Source: an optimization exercise on an open RTL-to-GDS flow (aim: small area and a short achievable clock period). Production flows keep margins and buffers that such runs may drop.
Where RTL was checked, it was by simulation tests only, not by an equivalence proof against the original.
No functional check of the RTL was part of runs 1 and 2.
Power and IR drop assume default switching activity.

**design/flow/config.mk**
```make
export PLATFORM = sky130hd
export DESIGN_NAME = frame_detector
export DESIGN_NICKNAME = frame_detector
export VERILOG_FILES = /design/flow/design.v
export SDC_FILE = /design/flow/constraint.sdc
export NUM_CORES = 4
export LEC_CHECK = 0
export CAP_MARGIN = 20
export CORE_MARGIN = 2
export CORE_UTILIZATION = 40
export PLACE_DENSITY = 0.6
export SLEW_MARGIN = 20
```
**design/flow/constraint.sdc**
```tcl
create_clock -name core_clock -period 14.0 [get_ports {clk_in}]
set_input_delay 2.8000 -clock core_clock [delete_from_list [all_inputs] [get_ports {clk_in}]]
set_output_delay 2.8000 -clock core_clock [all_outputs]
set_load 0.01 [all_outputs]
```
**design/flow/design.v**
```verilog
package frame_detector_pkg;
  localparam logic [15:0] HEADER_WORD  = 16'hE0E0;
  localparam logic [15:0] TRAILER_WORD = 16'h0E0E;
  localparam int          MAX_WORDS    = 8;
  localparam int          DATA_W       = MAX_WORDS * 16;
  localparam int          NSLOT        = 5;
  localparam logic [2:0]  P_SKIP  = 3'd0;
  localparam logic [2:0]  P_HUNT  = 3'd1;
  localparam logic [2:0]  P_HDR2  = 3'd2;
  localparam logic [2:0]  P_CHAN  = 3'd3;
  localparam logic [2:0]  P_BODY  = 3'd4;
  localparam logic [2:0]  P_CHECK = 3'd5;
endpackage
module frame_fifo #(
  parameter int NSLOT  = 5,
  parameter int DATA_W = 128
) (
  input  logic                 clk_in,
  input  logic [NSLOT-1:0]     i_wr_sel,    
  input  logic [DATA_W/16-1:0] i_wr_word,   
  input  logic [15:0]          i_wr_data,
  input  logic                 i_ch_we,
  input  logic [2:0]           i_ch,
  input  logic                 i_nw_we,
  input  logic [2:0]           i_nw,
  input  logic [NSLOT-1:0]     i_rd_sel,    
  output logic [DATA_W-1:0]    o_data,
  output logic [2:0]           o_ch,
  output logic [2:0]           o_nw
);
  localparam int NW = DATA_W / 16;
  logic [DATA_W-1:0] r_mem [NSLOT];
  logic [2:0]        r_ch  [NSLOT];
  logic [2:0]        r_nw  [NSLOT];
  always_ff @(posedge clk_in) begin
    for (int s = 0; s < NSLOT; s++) begin
      for (int k = 0; k < NW; k++) begin
        if (i_wr_sel[s] && i_wr_word[k]) r_mem[s][DATA_W-1-16*k -: 16] <= i_wr_data;
      end
      if (i_wr_sel[s] && i_ch_we) r_ch[s] <= i_ch;
      if (i_wr_sel[s] && i_nw_we) r_nw[s] <= i_nw;
    end
  end
  always_comb begin
    o_data = '0;
    o_ch   = '0;
    o_nw   = '0;
    for (int s = 0; s < NSLOT; s++) begin
      o_data = o_data | (r_mem[s] & {DATA_W{i_rd_sel[s]}});
      o_ch   = o_ch   | (r_ch[s]  & {3{i_rd_sel[s]}});
      o_nw   = o_nw   | (r_nw[s]  & {3{i_rd_sel[s]}});
    end
  end
endmodule
module frame_detector #(
  parameter int FIFO_DEPTH = 4
) (
  input  logic        clk_in,
  input  logic        rst_n,
  input  logic [15:0] data_in,
  output logic        data_out_ch1, data_out_ch2, data_out_ch3, data_out_ch4,
  output logic        data_out_ch5, data_out_ch6, data_out_ch7, data_out_ch8,
  output logic        data_vld_ch1, data_vld_ch2, data_vld_ch3, data_vld_ch4,
  output logic        data_vld_ch5, data_vld_ch6, data_vld_ch7, data_vld_ch8,
  output logic        fifo_empty,
  output logic        fifo_full,
  output logic        crc_valid_o,
  output logic        crc_err
);
  localparam logic [15:0] HEADER_WORD  = frame_detector_pkg::HEADER_WORD;
  localparam logic [15:0] TRAILER_WORD = frame_detector_pkg::TRAILER_WORD;
  localparam int          MAX_WORDS    = frame_detector_pkg::MAX_WORDS;
  localparam int          DATA_W       = frame_detector_pkg::DATA_W;
  localparam int          NSLOT        = FIFO_DEPTH + 1;
  localparam logic [2:0]  P_SKIP       = frame_detector_pkg::P_SKIP;
  localparam logic [2:0]  P_HUNT       = frame_detector_pkg::P_HUNT;
  localparam logic [2:0]  P_HDR2       = frame_detector_pkg::P_HDR2;
  localparam logic [2:0]  P_CHAN       = frame_detector_pkg::P_CHAN;
  localparam logic [2:0]  P_BODY       = frame_detector_pkg::P_BODY;
  localparam logic [2:0]  P_CHECK      = frame_detector_pkg::P_CHECK;
  function automatic logic onehot4(input logic [3:0] x);
    onehot4 = ((x[0] ^ x[1]) && !(x[2] || x[3])) || ((x[2] ^ x[3]) && !(x[0] || x[1]));
  endfunction
  function automatic logic [15:0] crc16_step(input logic [15:0] crc, input logic [15:0] word);
    logic [15:0] c;
    c = crc ^ word;
    for (int i = 0; i < 16; i++) begin
      c = c[15] ? ({c[14:0], 1'b0} ^ 16'h1021) : {c[14:0], 1'b0};
    end
    crc16_step = c;
  endfunction
  localparam logic [15:0] CRC_GOOD = crc16_step(16'h0000, TRAILER_WORD);
  logic [15:0]      r_d;
  logic [2:0]       r_pstate, w_pnext;
  logic [3:0]       r_cnt;
  logic             r_prev_trl;
  logic [15:0]      r_crc;
  logic             w_hdr, w_trl, w_chan_ok, w_trailer, w_overflow, w_end, w_match;
  logic             w_push, w_pop;
  logic [2:0]       w_ch_enc;
  logic [MAX_WORDS-1:0] w_wr_word;
  always_ff @(posedge clk_in) r_d <= data_in;
  assign w_hdr      = (r_d == HEADER_WORD);
  assign w_trl      = (r_d == TRAILER_WORD);
  assign w_chan_ok  = (r_d[15:8] == 8'h00) &&
                      ((onehot4(r_d[3:0]) && (r_d[7:4] == 4'h0)) ||
                       (onehot4(r_d[7:4]) && (r_d[3:0] == 4'h0)));
  assign w_trailer  = w_trl && r_prev_trl;
  assign w_overflow = (r_cnt == 4'd10) || ((r_cnt == 4'd9) && !w_trl);
  assign w_end      = (r_pstate == P_BODY) && w_trailer && (r_cnt >= 4'd3);
  assign w_match    = (r_crc == CRC_GOOD);
  assign w_ch_enc   = {r_d[7] | r_d[6] | r_d[5] | r_d[4],
                       r_d[7] | r_d[6] | r_d[3] | r_d[2],
                       r_d[7] | r_d[5] | r_d[3] | r_d[1]};
  always_comb begin
    w_pnext = r_pstate;
    case (r_pstate)
      P_SKIP:  w_pnext = P_HUNT;
      P_HUNT:  if (w_hdr) w_pnext = P_HDR2;
      P_HDR2:  w_pnext = w_hdr ? P_CHAN : P_HUNT;
      P_CHAN:  w_pnext = w_chan_ok ? P_BODY : P_HUNT;
      P_BODY: begin
        if (w_trailer)       w_pnext = (r_cnt >= 4'd3) ? P_CHECK : P_HUNT;
        else if (w_overflow) w_pnext = P_HUNT;
      end
      P_CHECK: w_pnext = w_hdr ? P_HDR2 : P_HUNT;
      default: w_pnext = P_HUNT;
    endcase
  end
  always_ff @(posedge clk_in) begin
    if (!rst_n) r_pstate <= P_SKIP;
    else        r_pstate <= w_pnext;
  end
  always_ff @(posedge clk_in) begin
    r_cnt      <= (r_pstate == P_CHAN) ? 4'd0 : r_cnt + 4'd1;
    r_crc      <= (r_pstate == P_CHAN) ? 16'h0000 : crc16_step(r_crc, r_d);
    r_prev_trl <= w_trl;
  end
  always_comb begin
    for (int k = 0; k < MAX_WORDS; k++) w_wr_word[k] = (r_pstate == P_BODY) && (r_cnt == 4'(k));
  end
  logic [NSLOT-1:0]  r_wr_sel, r_rd_sel;
  logic              w_one, w_three;
  logic              r_empty, r_full;
  logic              r_crc_err;
  logic [DATA_W-1:0] w_rd_data;
  logic [2:0]        w_rd_ch, w_rd_nw;
  frame_fifo #(.NSLOT(NSLOT), .DATA_W(DATA_W)) u_fifo (
    .clk_in    (clk_in),
    .i_wr_sel  (r_wr_sel),
    .i_wr_word (w_wr_word),
    .i_wr_data (r_d),
    .i_ch_we   (r_pstate == P_CHAN),
    .i_ch      (w_ch_enc),
    .i_nw_we   (r_pstate == P_BODY),
    .i_nw      (3'(r_cnt - 4'd3)),
    .i_rd_sel  (r_rd_sel),
    .o_data    (w_rd_data),
    .o_ch      (w_rd_ch),
    .o_nw      (w_rd_nw)
  );
  assign w_push  = w_end && w_match && !r_full;
  assign w_one   = (r_wr_sel == {r_rd_sel[NSLOT-2:0], r_rd_sel[NSLOT-1]});
  assign w_three = (r_wr_sel == {r_rd_sel[NSLOT-4:0], r_rd_sel[NSLOT-1:NSLOT-3]});
  always_ff @(posedge clk_in) begin
    if (!rst_n) begin
      r_wr_sel  <= NSLOT'(1);
      r_rd_sel  <= NSLOT'(1);
      r_empty   <= 1'b1;
      r_full    <= 1'b0;
      r_crc_err <= 1'b0;
    end else begin
      if (w_push) r_wr_sel <= {r_wr_sel[NSLOT-2:0], r_wr_sel[NSLOT-1]};
      if (w_pop)  r_rd_sel <= {r_rd_sel[NSLOT-2:0], r_rd_sel[NSLOT-1]};
      if (w_push && !w_pop) begin
        r_empty <= 1'b0;
        r_full  <= w_three;
      end else if (w_pop && !w_push) begin
        r_empty <= w_one;
        r_full  <= 1'b0;
      end
      r_crc_err <= w_end && !w_match;
    end
  end
  logic              r_shift;
  logic [DATA_W-2:0] r_sh;
  logic              r_prev;
  logic [6:0]        r_left;
  logic [7:0]        r_vld, r_out, w_rd_dec;
  logic              r_first;
  logic              w_more;
  assign w_pop    = !r_shift && !r_empty;
  assign w_more   = (r_left != 7'd0);
  assign w_rd_dec = 8'(1) << w_rd_ch;
  always_ff @(posedge clk_in) begin
    r_sh   <= w_pop ? w_rd_data[DATA_W-2:0] : {r_sh[DATA_W-3:0], 1'b0};
    r_prev <= w_pop ? w_rd_data[DATA_W-1]   : r_sh[DATA_W-2];
    r_left <= w_pop ? {w_rd_nw, 4'hF}       : r_left - 7'd1;
  end
  always_ff @(posedge clk_in) begin
    if (!rst_n) begin
      r_shift <= 1'b0;
      r_vld   <= '0;
      r_out   <= '0;
      r_first <= 1'b0;
    end else begin
      r_first <= w_pop;
      if (w_pop) begin
        r_shift <= 1'b1;
        r_vld   <= w_rd_dec;
        r_out   <= w_rd_dec & {8{w_rd_data[DATA_W-1]}};
      end else if (r_shift && w_more) begin
        r_out   <= r_vld & {8{r_sh[DATA_W-2] ^ r_prev}};
      end else begin
        r_shift <= 1'b0;
        r_vld   <= '0;
        r_out   <= '0;
      end
    end
  end
  assign fifo_empty  = r_empty;
  assign fifo_full   = r_full;
  assign crc_valid_o = r_first;
  assign crc_err     = r_crc_err;
  assign {data_vld_ch8, data_vld_ch7, data_vld_ch6, data_vld_ch5,
          data_vld_ch4, data_vld_ch3, data_vld_ch2, data_vld_ch1} = r_vld;
  assign {data_out_ch8, data_out_ch7, data_out_ch6, data_out_ch5,
          data_out_ch4, data_out_ch3, data_out_ch2, data_out_ch1} = r_out;
endmodule
```
**design/flow/run.sh**
```bash
#!/bin/bash
# synth_recipe.tcl (not shown) runs the flow's synth.tcl, then flattens the netlist and writes it again
# the make line also repeats each setting of config.mk as NAME=value (left out here)
make -C /OpenROAD-flow-scripts/flow DESIGN_CONFIG=/design/flow/config.mk WORK_HOME=/design/flow/orfs CLKGATE_MAP_FILE= SYNTH_SCRIPT=/design/flow/synth_recipe.tcl finish
```
==> results of run 1 <==
## cells in the final DEF (no fill, tap or decap), types with 6 or more instances in the layout
| cell | synthesis | final |
|---|---|---|
| a21oi_1 | 9 | 9 |
| a222oi_1 | 132 | 132 |
| a22oi_1 | 151 | 151 |
| a31oi_1 | 131 | 131 |
| and2_1 | 21 | 21 |
| and3_1 | 32 | 32 |
| buf_4 | 0 | 31 |
| clkbuf_1 | 108 | 27 |
| clkbuf_16 | 0 | 90 |
| clkbuf_8 | 0 | 14 |
| clkdlybuf4s50_1 | 0 | 37 |
| clkinv_2 | 0 | 17 |
| dfxtp_1 | 206 | 185 |
| dfxtp_2 | 0 | 16 |
| edfxtp_1 | 670 | 670 |
| ha_1 | 15 | 15 |
| inv_1 | 18 | 18 |
| nand2_1 | 32 | 32 |
| nand3_1 | 7 | 7 |
| nand4_1 | 7 | 7 |
| nor2_1 | 176 | 175 |
| nor3_1 | 6 | 6 |
| xnor2_1 | 32 | 32 |
| xor2_1 | 25 | 25 |
## power groups by stage
stage               logic [mW]  registers (mW)  clock network, mW
finish                   0.791            3.13               2.36
global route             0.902            3.15               2.51
CTS                      0.800            3.13               2.40
detailed placement       0.791            3.18                  0
global placement         0.773            3.18                  0
floorplan                0.621            3.16                  0
## layout make-up
cell class	instances	area [um2]	area share, %
clock buffers	131	2546	7.294
clock inverters	39	407.9	1.169
inverters	18	67.56	0.1936
multi-input cells	829	5777	16.55
flip-flops and latches	876	24280	69.56
well taps	978	1224	3.505
repair buffers	68	603.1	1.728
## how the worst max path moves through the flow
stage	startpoint	cells past startpoint	slack (ns)	to
CTS	r_full$_SDFFE_PN0P_	1	9.42	fifo_full
global placement	rst_n	4	9.76	r_out[3]$_SDFF_PN0_
finish	r_full$_SDFFE_PN0P_	1	9.46	fifo_full
floorplan	rst_n	4	10.41	r_out[4]$_SDFF_PN0_
global route	r_full$_SDFFE_PN0P_	1	9.38	fifo_full
detailed placement	rst_n	4	9.75	r_out[5]$_SDFF_PN0_
## kinds of logic (layout without fill, tap and decap cells)
kind of cell,count (synthesis),in the layout
AOI/OAI and AO/OA,430,430
xor gates and xnor gates,65,65
adders and majority gates,15,15
buffers and inverters,140,256
DFF,876,876
muxes,6,6
and+or+nand+nor,313,313
## flip-flops by register name (all words and copies together) (netlist names), 4 cells and up
| name | count |
|---|---|
| r_out | 8 |
| r_wr_sel | 5 |
| r_left | 7 |
| r_sh | 127 |
| r_crc | 16 |
| u_fifo.r_nw | 15 |
| u_fifo.r_ch | 15 |
| r_rd_sel | 5 |
| u_fifo.r_mem | 640 |
| r_cnt | 4 |
| r_d | 16 |
| r_vld | 8 |
## per-stage QoR
step / setup WS [ns] / cells
2_1_floorplan: 10.41 / 1845
3_3_place_gp: 9.762 / 2769
3_5_place_dp: 9.746 / 2769
4_1_cts: 9.422 / 2939
5_1_grt: 9.383 / 2939
6_report: 9.461 / 2939
## per-layer routing
metal / routed length, um / track usage, % / part of all wire (%) / vias up
met4: 1577 / 5.444 / 2.2 / 0
met1: 30020 / 23.95 / 42 / 8580
met5: 0 / 0 / 0 / -
li1: - / - / - / 7510
met3: 5049 / 3.681 / 7.1 / 112
met2: 34230 / 30.41 / 48 / 608
==> out/metrics.cfg, run 1 <==
[timing]
whs_ns=0.3966
finalClockSkew_ns=0.01645
hold_violations=0
fmax_mhz=220.3
grt_setup_unrepaired=no
final-setup-viol-count=0
fin_crit_ns=4.539
slew_viol_final=0
min_period_over_period_pct=32.42
slew_headroom_pct=23.59
worst_pin_slew_ns=1.146
finalSetupTns_ns=0

[clocking]
cts-buffers-inserted=90
cts_root_buf=clkbuf_16
cts_hold_buf=0
tritoncts=built
post_cts_buffers=0
clock_path_buffers=3
path_clk_slew_ns=0.05
htree_levels=3
clk_latency_ns=0.64
post_cts_resized=0
clock-sinks=876

[synth]
synthDistinctLibCells=44
synth_top_family_by_area=compound AO/OA/AOI/OAI gates
yosys_most_used_dff=edfxtp_1
synth_warnings=5
synthTopCellsByCount=edfxtp_1, dfxtp_1, nor2_1
syn_area_um2=30530
avgSynthCellArea_um2=16.55
synth_largest_area_cell=edfxtp_1
synth_xor_area_share_pct=2.164
synth_seq_cells=876
ys_seq_area_share_pct=79.40
synth_compound_area_share_pct=11.04
synthAdderAreaFrac_pct=0.6147
synth-edff-count=670
muxShareOfSynthArea_pct=0.2008
syn-num-nets=1878
synth.most_common_cell=edfxtp_1
netlist.area_leader.share_pct=65.89
ys_async_sr_fraction_pct=0
yosys.area_share.simple_pct=4.860
synth_cells=1845
synth_area_leaders=edfxtp_1, dfxtp_1, a222oi_1

[critical_path]
worst-r2r-cell-count=3
crit_type=reg2out
regToRegSetupSlack_ns=10.79
cp_max_fo=4
cpLargestDelayFamily=buffers and inverters
crit_chain=clkdlybuf4s50_1
critical_path_arrival_ns=1.74
slowest_delay_ns=0.67
worstReg2RegEnd=u_fifo.r_mem[1][124]$_DFFE_PP_
critPathRequiredTime_ns=11.20
worst_path_max_delay_cell=clkdlybuf4s50_1
start_kind=flip-flop
rr_startpoint=r_pstate[0]$_SDFFE_PN0P_
cp.buffers_inverters=1
crit_path_end_kind=output port

[global_routing]
antenna_found_initial=3
grt_overflow=0
grt_use_total_pct=18.17
grt_max_degree=94
grt_pass1_wl_um=106700
grt_pass1_vias=17200

[die]
core_um2=75700
chipWidth_um=280.3
dieArea_um2=78560
num_io_pins=38
num_rows=101
start_util_pct=40.34
die_y_um=280.3

[pwr]
power_switching_share_pct=24.01
pwr-share-comb_pct=12.6
p_int_mw=4.772
power_density_nw_per_um2=179.9
pwr-share-seq_pct=49.8
p_sw_mw=1.508
peakVddDrop_v=0.0001178
power_mw=6.280
leakagePower_nw=11.27
pwr-share-clk_pct=37.6

[finish]
antenna_cells=0
drive_gt1_share_pct=10.25
syn2layout_area_growth_pct=14.33
stdcell_area_um2=34910
fin_util_pct=46.11
fill_cells=6374
nets=1916

[hold_path]
hold_start=r_left[0]$_SDFF_PP1_
hp-class=reg2reg
hold_path_depth=1
min_to=r_left[0]$_SDFF_PP1_

[route]
num_vias=16810
wl_per_cell_um=24.12
dr.first_iter.drc_count=1966
finalWirelength_um=70880
dr.pass1.iters=6
viasPerCell=5.720
drtAntennaViolNets=0
drc=0

[place]
post_dp_cell_area_um2=31950
dpl.hpwl_um=34630
place_congestion=0.7588
port_buffers=37

[status]
status=finished clean

[flow_run]
drv_cap=0

==> run 2, diff against run 1 <==
==> design/flow/flow/run.sh (new file) <==
#!/bin/bash
# Standard layout, with timing repair asked to reach a shorter period than the
# clock's (same SDC and constraints; only the optimisation target is tighter).
set -euo pipefail
bash standard.sh SETUP_SLACK_MARGIN=10.4 finish > standard_finish.log 2>&1
==> design/flow/standard.sh (new file) <==
#!/bin/bash
# synth_recipe.tcl (not shown) runs the flow's synth.tcl, then flattens the netlist and writes it again
# the make line also repeats each setting of config.mk as NAME=value (left out here)
make -C /OpenROAD-flow-scripts/flow DESIGN_CONFIG=/design/flow/config.mk WORK_HOME=/design/flow/orfs CLKGATE_MAP_FILE= SYNTH_SCRIPT=/design/flow/synth_recipe.tcl "${@:-finish}"
removed: design/flow/run.sh
==> run 2 against run 1 <==
Effect of this change:
- via count is 0.40% higher
- global-route usage about the same
- routed wire length up 0.27%
- still clean
- worst hold slack about the same
- clock-buffer cell count unchanged
- clock power is essentially flat
- first-iteration DRC count is 1.9% higher
- register-to-register slack got worse by 0.04 ns
- power about the same
- synthesized cell count stayed put
- sequential share of layout area is essentially flat
==> out/metrics.cfg, run 2 <==
[status]
status=finished clean

[synth]
synth_largest_area_cell=edfxtp_1
synthTopCellsByCount=edfxtp_1, dfxtp_1, nor2_1
ys_async_sr_fraction_pct=0
synth-edff-count=670
synth.most_common_cell=edfxtp_1
synth_cells=1845
synth_area_leaders=edfxtp_1, dfxtp_1, a222oi_1
synth_seq_cells=876
syn-num-nets=1878
synthDistinctLibCells=44
syn_area_um2=30530
netlist.area_leader.share_pct=65.89
avgSynthCellArea_um2=16.55
ys_seq_area_share_pct=79.40
yosys_most_used_dff=edfxtp_1
synth_warnings=5

[finish]
top_regs=u_fifo.r_mem: 640 flops, r_sh: 127 flops
layout_commonest_cell=edfxtp_1
antenna_cells=0
nets=1923
drive_gt1_share_pct=12.20
fin_cells=2946
top_register=u_fifo.r_mem
syn2layout_area_growth_pct=14.49
final_cell_mix=edfxtp_1, nor2_1, dfxtp_1
largest_reg_flops=640

[hold_path]
hp-class=reg2reg

[place]
port_buffers=37
place_inst=2769
place_congestion=0.7588
dpl.hpwl_um=34630

[critical_path]
cpLargestDelayFamily=flip-flops
worst_path_max_delay_cell=dfxtp_4
critPathRequiredTime_ns=11.20
cp.buffers_inverters=1
crit_chain=buf_6
slowest_delay_ns=0.34
crit_type=reg2out
start_kind=flip-flop
critical_path_arrival_ns=1.11
cp_max_fo=2
crit_path_end_kind=output port

[route]
dr.first_iter.drc_count=2003
drtAntennaViolNets=0
dr.pass1.iters=9
drc=0
viasPerCell=5.729
finalWirelength_um=71070
num_vias=16880
wl_per_cell_um=24.12

[global_routing]
use_met2_pct=30.50
grt_max_degree=94
gr-max-usage-layer=met2
grtUsageMet3_pct=3.697
antenna_found_initial=3
grtUsageMet1_pct=23.86
grt_use_total_pct=18.19
grt_pass1_vias=17270
grt_overflow=0
grt_pass1_wl_um=106800

[clocking]
tritoncts=built
htree_levels=3
clk_latency_ns=0.64
clock-sinks=876
path_clk_slew_ns=0.06
cts_root_buf=clkbuf_16
cts-buffers-inserted=90
clock_path_buffers=3

[flow_run]
drv_cap=0

[timing]
fin_crit_ns=3.907
worst_pin_slew_ns=1.131
finalSetupTns_ns=0
fmax_mhz=255.9
hold_violations=0
final-setup-viol-count=0
grt_setup_unrepaired=yes
min_period_over_period_pct=27.91
whs_ns=0.3967
slew_headroom_pct=24.62
finalClockSkew_ns=0.01877
slew_viol_final=0

[die]
num_io_pins=38
start_util_pct=40.34
die_y_um=280.3
core_um2=75700
chipWidth_um=280.3
num_rows=101
dieArea_um2=78560

[pwr]
power_density_nw_per_um2=179.8
peakVddDrop_v=0.0001216
leakagePower_nw=11.36

## run 2: cell counts after synthesis
Identical to the previous run, type by type.
## run 2: metal layers
metal	vias to the layer above	routed length, um
li1	7517	-
met1	8601	30000
met2	639	34200
met3	120	5164
met4	0	1706
met5	-	0
## run 2: path summary, 6_finish.rpt
check,end,from,slack (ns),depth (start not counted)
setup / recovery,fifo_full,r_full$_SDFFE_PN0P_,10.09,1
hold / removal,r_left[0]$_SDFF_PP1_,r_left[0]$_SDFF_PP1_,0.40,1
setup reg to reg,u_fifo.r_mem[1][124]$_DFFE_PP_,r_pstate[1]$_SDFFE_PN0P_,10.75,3
hold reg to reg,r_left[0]$_SDFF_PP1_,r_left[0]$_SDFF_PP1_,0.40,1
## run 2: stage by stage
step	worst slack, ns	area (um2)	utilization [%]	power, mW
floorplan	10.41	30530	-	3.776
global placement	9.762	31950	42.21	3.950
detailed placement	9.746	31950	42.21	3.969
CTS	10.06	34940	46.16	6.331
global route	10.04	34960	46.18	6.561
finish	10.09	34960	46.18	6.285
## run 2: cell type report
cell class	count	area, um2
Fill cell	6374	40740
Sequential cell	876	24300
Multi-Input combinational cell	829	5777
Clock buffer	131	2546
Tap cell	978	1224
Timing Repair Buffer	75	634.4
Clock inverter	39	407.9
Inverter	18	67.56
## run 2: logic make-up (layout without fill, tap and decap cells)
family,count (synthesis),in the layout,share of synthesized area (%)
AO/OA/AOI/OAI,430,430,11.04
flip-flops,876,876,79.40
adder cells (fa/ha/maj),15,15,0.6147
AND/OR/NAND/NOR,313,313,4.860
XOR/XNOR,65,65,2.164
buffers and inverters,140,263,1.721
multiplexers,6,6,0.2008
## run 2: what timing repair did
item,4_1_cts,5_1_grt
endpoints found under the setup margin,20,43
hold buffers,0,0
setup buffers,6,1
gates resized for setup,106,3
## run 2: report_power, final
group	total, mW	leakage [nW]	internal, mW	switching [mW]
Sequential	3.13	7.74	3.03	0.0957
Combinational	0.793	2.18	0.371	0.422
Clock	2.36	1.45	1.37	0.994
==> run 3, diff against run 2 <==
--- a/design/flow/design.v
+++ b/design/flow/design.v
@@ -72,15 +72,13 @@
   localparam int          MAX_WORDS    = frame_detector_pkg::MAX_WORDS;
   localparam int          DATA_W       = frame_detector_pkg::DATA_W;
   localparam int          NSLOT        = FIFO_DEPTH + 1;
+  localparam int          CW           = $clog2(FIFO_DEPTH + 1);
   localparam logic [2:0]  P_SKIP       = frame_detector_pkg::P_SKIP;
   localparam logic [2:0]  P_HUNT       = frame_detector_pkg::P_HUNT;
   localparam logic [2:0]  P_HDR2       = frame_detector_pkg::P_HDR2;
   localparam logic [2:0]  P_CHAN       = frame_detector_pkg::P_CHAN;
   localparam logic [2:0]  P_BODY       = frame_detector_pkg::P_BODY;
   localparam logic [2:0]  P_CHECK      = frame_detector_pkg::P_CHECK;
-  function automatic logic onehot4(input logic [3:0] x);
-    onehot4 = ((x[0] ^ x[1]) && !(x[2] || x[3])) || ((x[2] ^ x[3]) && !(x[0] || x[1]));
-  endfunction
   function automatic logic [15:0] crc16_step(input logic [15:0] crc, input logic [15:0] word);
     logic [15:0] c;
     c = crc ^ word;
@@ -102,9 +100,7 @@
   always_ff @(posedge clk_in) r_d <= data_in;
   assign w_hdr      = (r_d == HEADER_WORD);
   assign w_trl      = (r_d == TRAILER_WORD);
-  assign w_chan_ok  = (r_d[15:8] == 8'h00) &&
-                      ((onehot4(r_d[3:0]) && (r_d[7:4] == 4'h0)) ||
-                       (onehot4(r_d[7:4]) && (r_d[3:0] == 4'h0)));
+  assign w_chan_ok  = (r_d[15:8] == 8'h00) && $onehot(r_d[7:0]);
   assign w_trailer  = w_trl && r_prev_trl;
   assign w_overflow = (r_cnt == 4'd10) || ((r_cnt == 4'd9) && !w_trl);
   assign w_end      = (r_pstate == P_BODY) && w_trailer && (r_cnt >= 4'd3);
@@ -140,7 +136,7 @@
     for (int k = 0; k < MAX_WORDS; k++) w_wr_word[k] = (r_pstate == P_BODY) && (r_cnt == 4'(k));
   end
   logic [NSLOT-1:0]  r_wr_sel, r_rd_sel;
-  logic              w_one, w_three;
+  logic [CW-1:0]     r_count, w_count_next;
   logic              r_empty, r_full;
   logic              r_crc_err;
   logic [DATA_W-1:0] w_rd_data;
@@ -159,26 +155,22 @@
     .o_ch      (w_rd_ch),
     .o_nw      (w_rd_nw)
   );
-  assign w_push  = w_end && w_match && !r_full;
-  assign w_one   = (r_wr_sel == {r_rd_sel[NSLOT-2:0], r_rd_sel[NSLOT-1]});
-  assign w_three = (r_wr_sel == {r_rd_sel[NSLOT-4:0], r_rd_sel[NSLOT-1:NSLOT-3]});
+  assign w_push       = w_end && w_match && !r_full;
+  assign w_count_next = r_count + CW'(w_push) - CW'(w_pop);
   always_ff @(posedge clk_in) begin
     if (!rst_n) begin
       r_wr_sel  <= NSLOT'(1);
       r_rd_sel  <= NSLOT'(1);
+      r_count   <= '0;
       r_empty   <= 1'b1;
       r_full    <= 1'b0;
       r_crc_err <= 1'b0;
     end else begin
       if (w_push) r_wr_sel <= {r_wr_sel[NSLOT-2:0], r_wr_sel[NSLOT-1]};
       if (w_pop)  r_rd_sel <= {r_rd_sel[NSLOT-2:0], r_rd_sel[NSLOT-1]};
-      if (w_push && !w_pop) begin
-        r_empty <= 1'b0;
-        r_full  <= w_three;
-      end else if (w_pop && !w_push) begin
-        r_empty <= w_one;
-        r_full  <= 1'b0;
-      end
+      r_count   <= w_count_next;
+      r_empty   <= (w_count_next == '0);
+      r_full    <= (w_count_next == CW'(FIFO_DEPTH));
       r_crc_err <= w_end && !w_match;
     end
   end
==> design/flow/run.sh (new file) <==
#!/bin/bash
# synth_recipe.tcl (not shown) runs the flow's synth.tcl, then flattens the netlist and writes it again
# the make line also repeats each setting of config.mk as NAME=value (left out here)
make -C /OpenROAD-flow-scripts/flow DESIGN_CONFIG=/design/flow/config.mk WORK_HOME=/design/flow/orfs CLKGATE_MAP_FILE= SYNTH_SCRIPT=/design/flow/synth_recipe.tcl finish
removed: design/flow/flow/run.sh
removed: design/flow/standard.sh
==> run 3 against run 2 <==
Effect of this change:
- still clean on timing, DRC and antenna
- combinational power is 41% lower
- clock-buffer cell count is 21 lower
- clock skew is 0.013 ns higher
- critical path depth is 11 higher
- cell count is 1.0% lower
- critical path type is now reg2reg
- critical endpoint is now r_pstate[2]$_SDFFE_PN0P_
- largest cell class unchanged
- largest power group unchanged
- highest routed layer unchanged
==> out/metrics.cfg, run 3 <==
[status]
status=finished clean

[critical_path]
crit_type=reg2reg
endpoint=r_pstate[2]$_SDFFE_PN0P_
worst-r2r-cell-count=12
start_kind=flip-flop
critPathRequiredTime_ns=14.56
worstReg2RegEnd=r_pstate[2]$_SDFFE_PN0P_
crit_path_end_kind=flip-flop
worst_path_max_delay_cell=dfxtp_2
cpMostUsedCell=fa_1
path_depth=12
cpLargestDelayFamily=adder cells
cp.buffers_inverters=3
startpoint=r_d[6]$_DFF_P_
rr_startpoint=r_d[6]$_DFF_P_
regToRegSetupSlack_ns=9.52
cp_max_fo=43
critical_path_arrival_ns=5.04
slowest_delay_ns=0.87
crit_chain=inv_1, fa_1, fa_1, fa_1, inv_1, ha_1, inv_1, fa_1, a211o_1, a2111oi_0, nor2_1, a21boi_0

[global_routing]
grt_pass1_vias=17320
grt_overflow=0
grt_use_total_pct=17.73
antenna_found_initial=0
grt_max_degree=97
grt_pass1_wl_um=105400

[place]
dpl.hpwl_um=33600
port_buffers=37
place_congestion=0.7617
place_inst=2756

[die]
dieArea_um2=78630
die_y_um=280.4
start_util_pct=40.31
chipWidth_um=280.4
num_io_pins=38
core_um2=75820
num_rows=101

[synth]
syn-num-nets=1875
syn_area_um2=30560
synth_cells=1841
synthDistinctLibCells=48
synth-edff-count=670
netlist.area_leader.share_pct=65.83
muxShareOfSynthArea_pct=0.1638
synthAdderAreaFrac_pct=0.7779
synth_top_family_by_area=compound AO/OA/AOI/OAI gates
avgSynthCellArea_um2=16.60
yosys_most_used_dff=edfxtp_1
synth_seq_cells=879
synth_warnings=5
synth.most_common_cell=edfxtp_1
synth_area_leaders=edfxtp_1, dfxtp_1, a222oi_1
ys_seq_area_share_pct=79.52
synthTopCellsByCount=edfxtp_1, dfxtp_1, nor2_1
ys_async_sr_fraction_pct=0
yosys.area_share.simple_pct=4.827
synth_xor_area_share_pct=1.916
synth_largest_area_cell=edfxtp_1
synth_compound_area_share_pct=10.96

[finish]
drive_gt1_share_pct=9.035
layout_commonest_cell=edfxtp_1
fin_util_pct=45.73
largest_reg_flops=640
final_cell_mix=edfxtp_1, dfxtp_1, nor2_1
syn2layout_area_growth_pct=13.47
top_regs=u_fifo.r_mem: 640 flops, r_sh: 127 flops
nets=1899
fin_cells=2916
top_register=u_fifo.r_mem

[timing]
hold_violations=0
grt_setup_unrepaired=no
final-setup-viol-count=0
fin_crit_ns=4.476
min_period_over_period_pct=31.97
slew_viol_final=0
finalClockSkew_ns=0.03219
fmax_mhz=223.4
finalSetupTns_ns=0
worst_pin_slew_ns=1.100
slew_headroom_pct=26.70

[pwr]
power_density_nw_per_um2=161.2
peakVddDrop_v=0.0002250
p_sw_mw=1.228
pwr-share-seq_pct=51.4
pwr-share-clk_pct=40.2
p_int_mw=4.363
power_switching_share_pct=21.96
pwr-share-comb_pct=8.4
leakagePower_nw=11.12

[clocking]
cts-buffers-inserted=85
clk_latency_ns=0.64
post_cts_resized=0
clock_path_buffers=3
clock-sinks=879
post_cts_buffers=0
path_clk_slew_ns=0.06
htree_levels=3
tritoncts=built
cts_hold_buf=0
cts_root_buf=clkbuf_16

[hold_path]
hp-class=reg2reg
hold_start=r_left[0]$_SDFF_PP1_

[route]
dr.first_iter.drc_count=1947
num_vias=16880
drc=0
viasPerCell=5.788
finalWirelength_um=70160
dr.pass1.iters=6
wl_per_cell_um=24.06
drtAntennaViolNets=0

[flow_run]
drv_cap=0

-- run 3: cell types whose count changed after synthesis, sizes merged, moves of 5 or more --
cell / previous run / this run
a22oi: 151 / 133
buf: 14 / 5
nor2: 176 / 156
inv: 18 / 25
a21oi: 9 / 3
fa: 0 / 5
a22o: 0 / 8
clkbuf: 108 / 118
nand2: 32 / 44
and2: 21 / 15
o21ai: 1 / 9
xor2: 25 / 17
and3: 32 / 42
-- run 3: worst min path at each step --
stage	endpoint	slack (ns)	depth (start not counted)
after global placement	r_left[0]$_SDFF_PP1_	0.38	1
final	r_left[0]$_SDFF_PP1_	0.40	1
after CTS	r_left[0]$_SDFF_PP1_	0.40	1
after floorplan	r_left[0]$_SDFF_PP1_	0.37	1
after detailed placement	r_left[0]$_SDFF_PP1_	0.39	1
after global routing	r_left[0]$_SDFF_PP1_	0.43	1
-- run 3: logic make-up after synthesis --
| kind of cell | Yosys count |
|---|---|
| AO/OA/AOI/OAI | 426 |
| XOR/XNOR | 59 |
| adder cells (fa/ha/maj) | 16 |
| buffers and inverters | 149 |
| flip-flops | 879 |
| multiplexers | 5 |
| AND/OR/NAND/NOR | 307 |
-- run 3: cell type report --
type / count / area (um2)
diodes: 1 / 2.502
clock buffers: 110 / 2291
clock inverters: 49 / 470.5
fillers: 6470 / 41150
inverters: 26 / 105.1
multi-input cells: 813 / 5699
flip-flops and latches: 879 / 24340
well taps: 978 / 1224
repair buffers: 60 / 543.0
-- run 3: stage by stage --
step	hold slack [ns]	area [um2]	total power, mW	setup slack, ns
detailed placement	0.3894	31910	3.405	8.935
floorplan	0.3656	30560	3.300	9.868
global route	0.4277	34670	5.792	9.287
CTS	0.4024	34670	5.635	9.570
global placement	0.3781	31910	3.388	9.011
finish	0.3977	34680	5.591	9.524
-- run 3: power by group through the flow --
stage	registers, mW	clock network, mW	logic (mW)
final	2.87	2.25	0.471
after global routing	2.88	2.39	0.529
after CTS	2.87	2.28	0.479
after detailed placement	2.93	0	0.475
after global placement	2.93	0	0.459
after floorplan	2.93	0	0.370
-- run 3: metal layers --
| layer | vias up | wire length [um] | track usage, % |
|---|---|---|---|
| met5 | - | 0 | 0 |
| met4 | 0 | 1810 | 5.896 |
| met3 | 112 | 4574 | 2.506 |
| met2 | 601 | 34980 | 31.05 |
| met1 | 8699 | 28790 | 22.62 |
| li1 | 7466 | - | - |

[port drivers added, routing unchanged]
The flow's constraints put no driver on any port. The routed layouts listed below were extracted and timed again, unchanged, in two steps.
Step 1 sets driving cells, clkbuf_16 on the clock port and buf_2 on the other inputs (assumed; they add their load-dependent delay and slew).
Step 2 adds t to the input delays and takes it off the output delays; t is the mean of the earliest and latest rising clock arrival at the registers after step 1. Input paths then give back, and output paths get back, about the clock's delay inside the block.
a / b / c = ideal ports / drivers / drivers and shift; a / b = the first two.
run	t, ns	slack for setup (ns)	hold WS [ns]	latest minus earliest clock arrival (ns)	pins driven straight from the clock port
run 1	0.698	9.461 / 9.396 / 9.732	0.397 / 0.397 / 0.397	0.021 / 0.020	1
run 2	0.697	10.093 / 10.029 / 9.787	0.397 / 0.397 / 0.397	0.024 / 0.024	1
run 3	0.684	9.524 / 9.524 / 8.885	0.398 / 0.398 / 0.398	0.032 / 0.032	1
After both steps setup and hold are still met in every run listed. The setup slack of run 3, which loses most, moves by 0.000 ns with the drivers and by -0.639 ns with both steps.
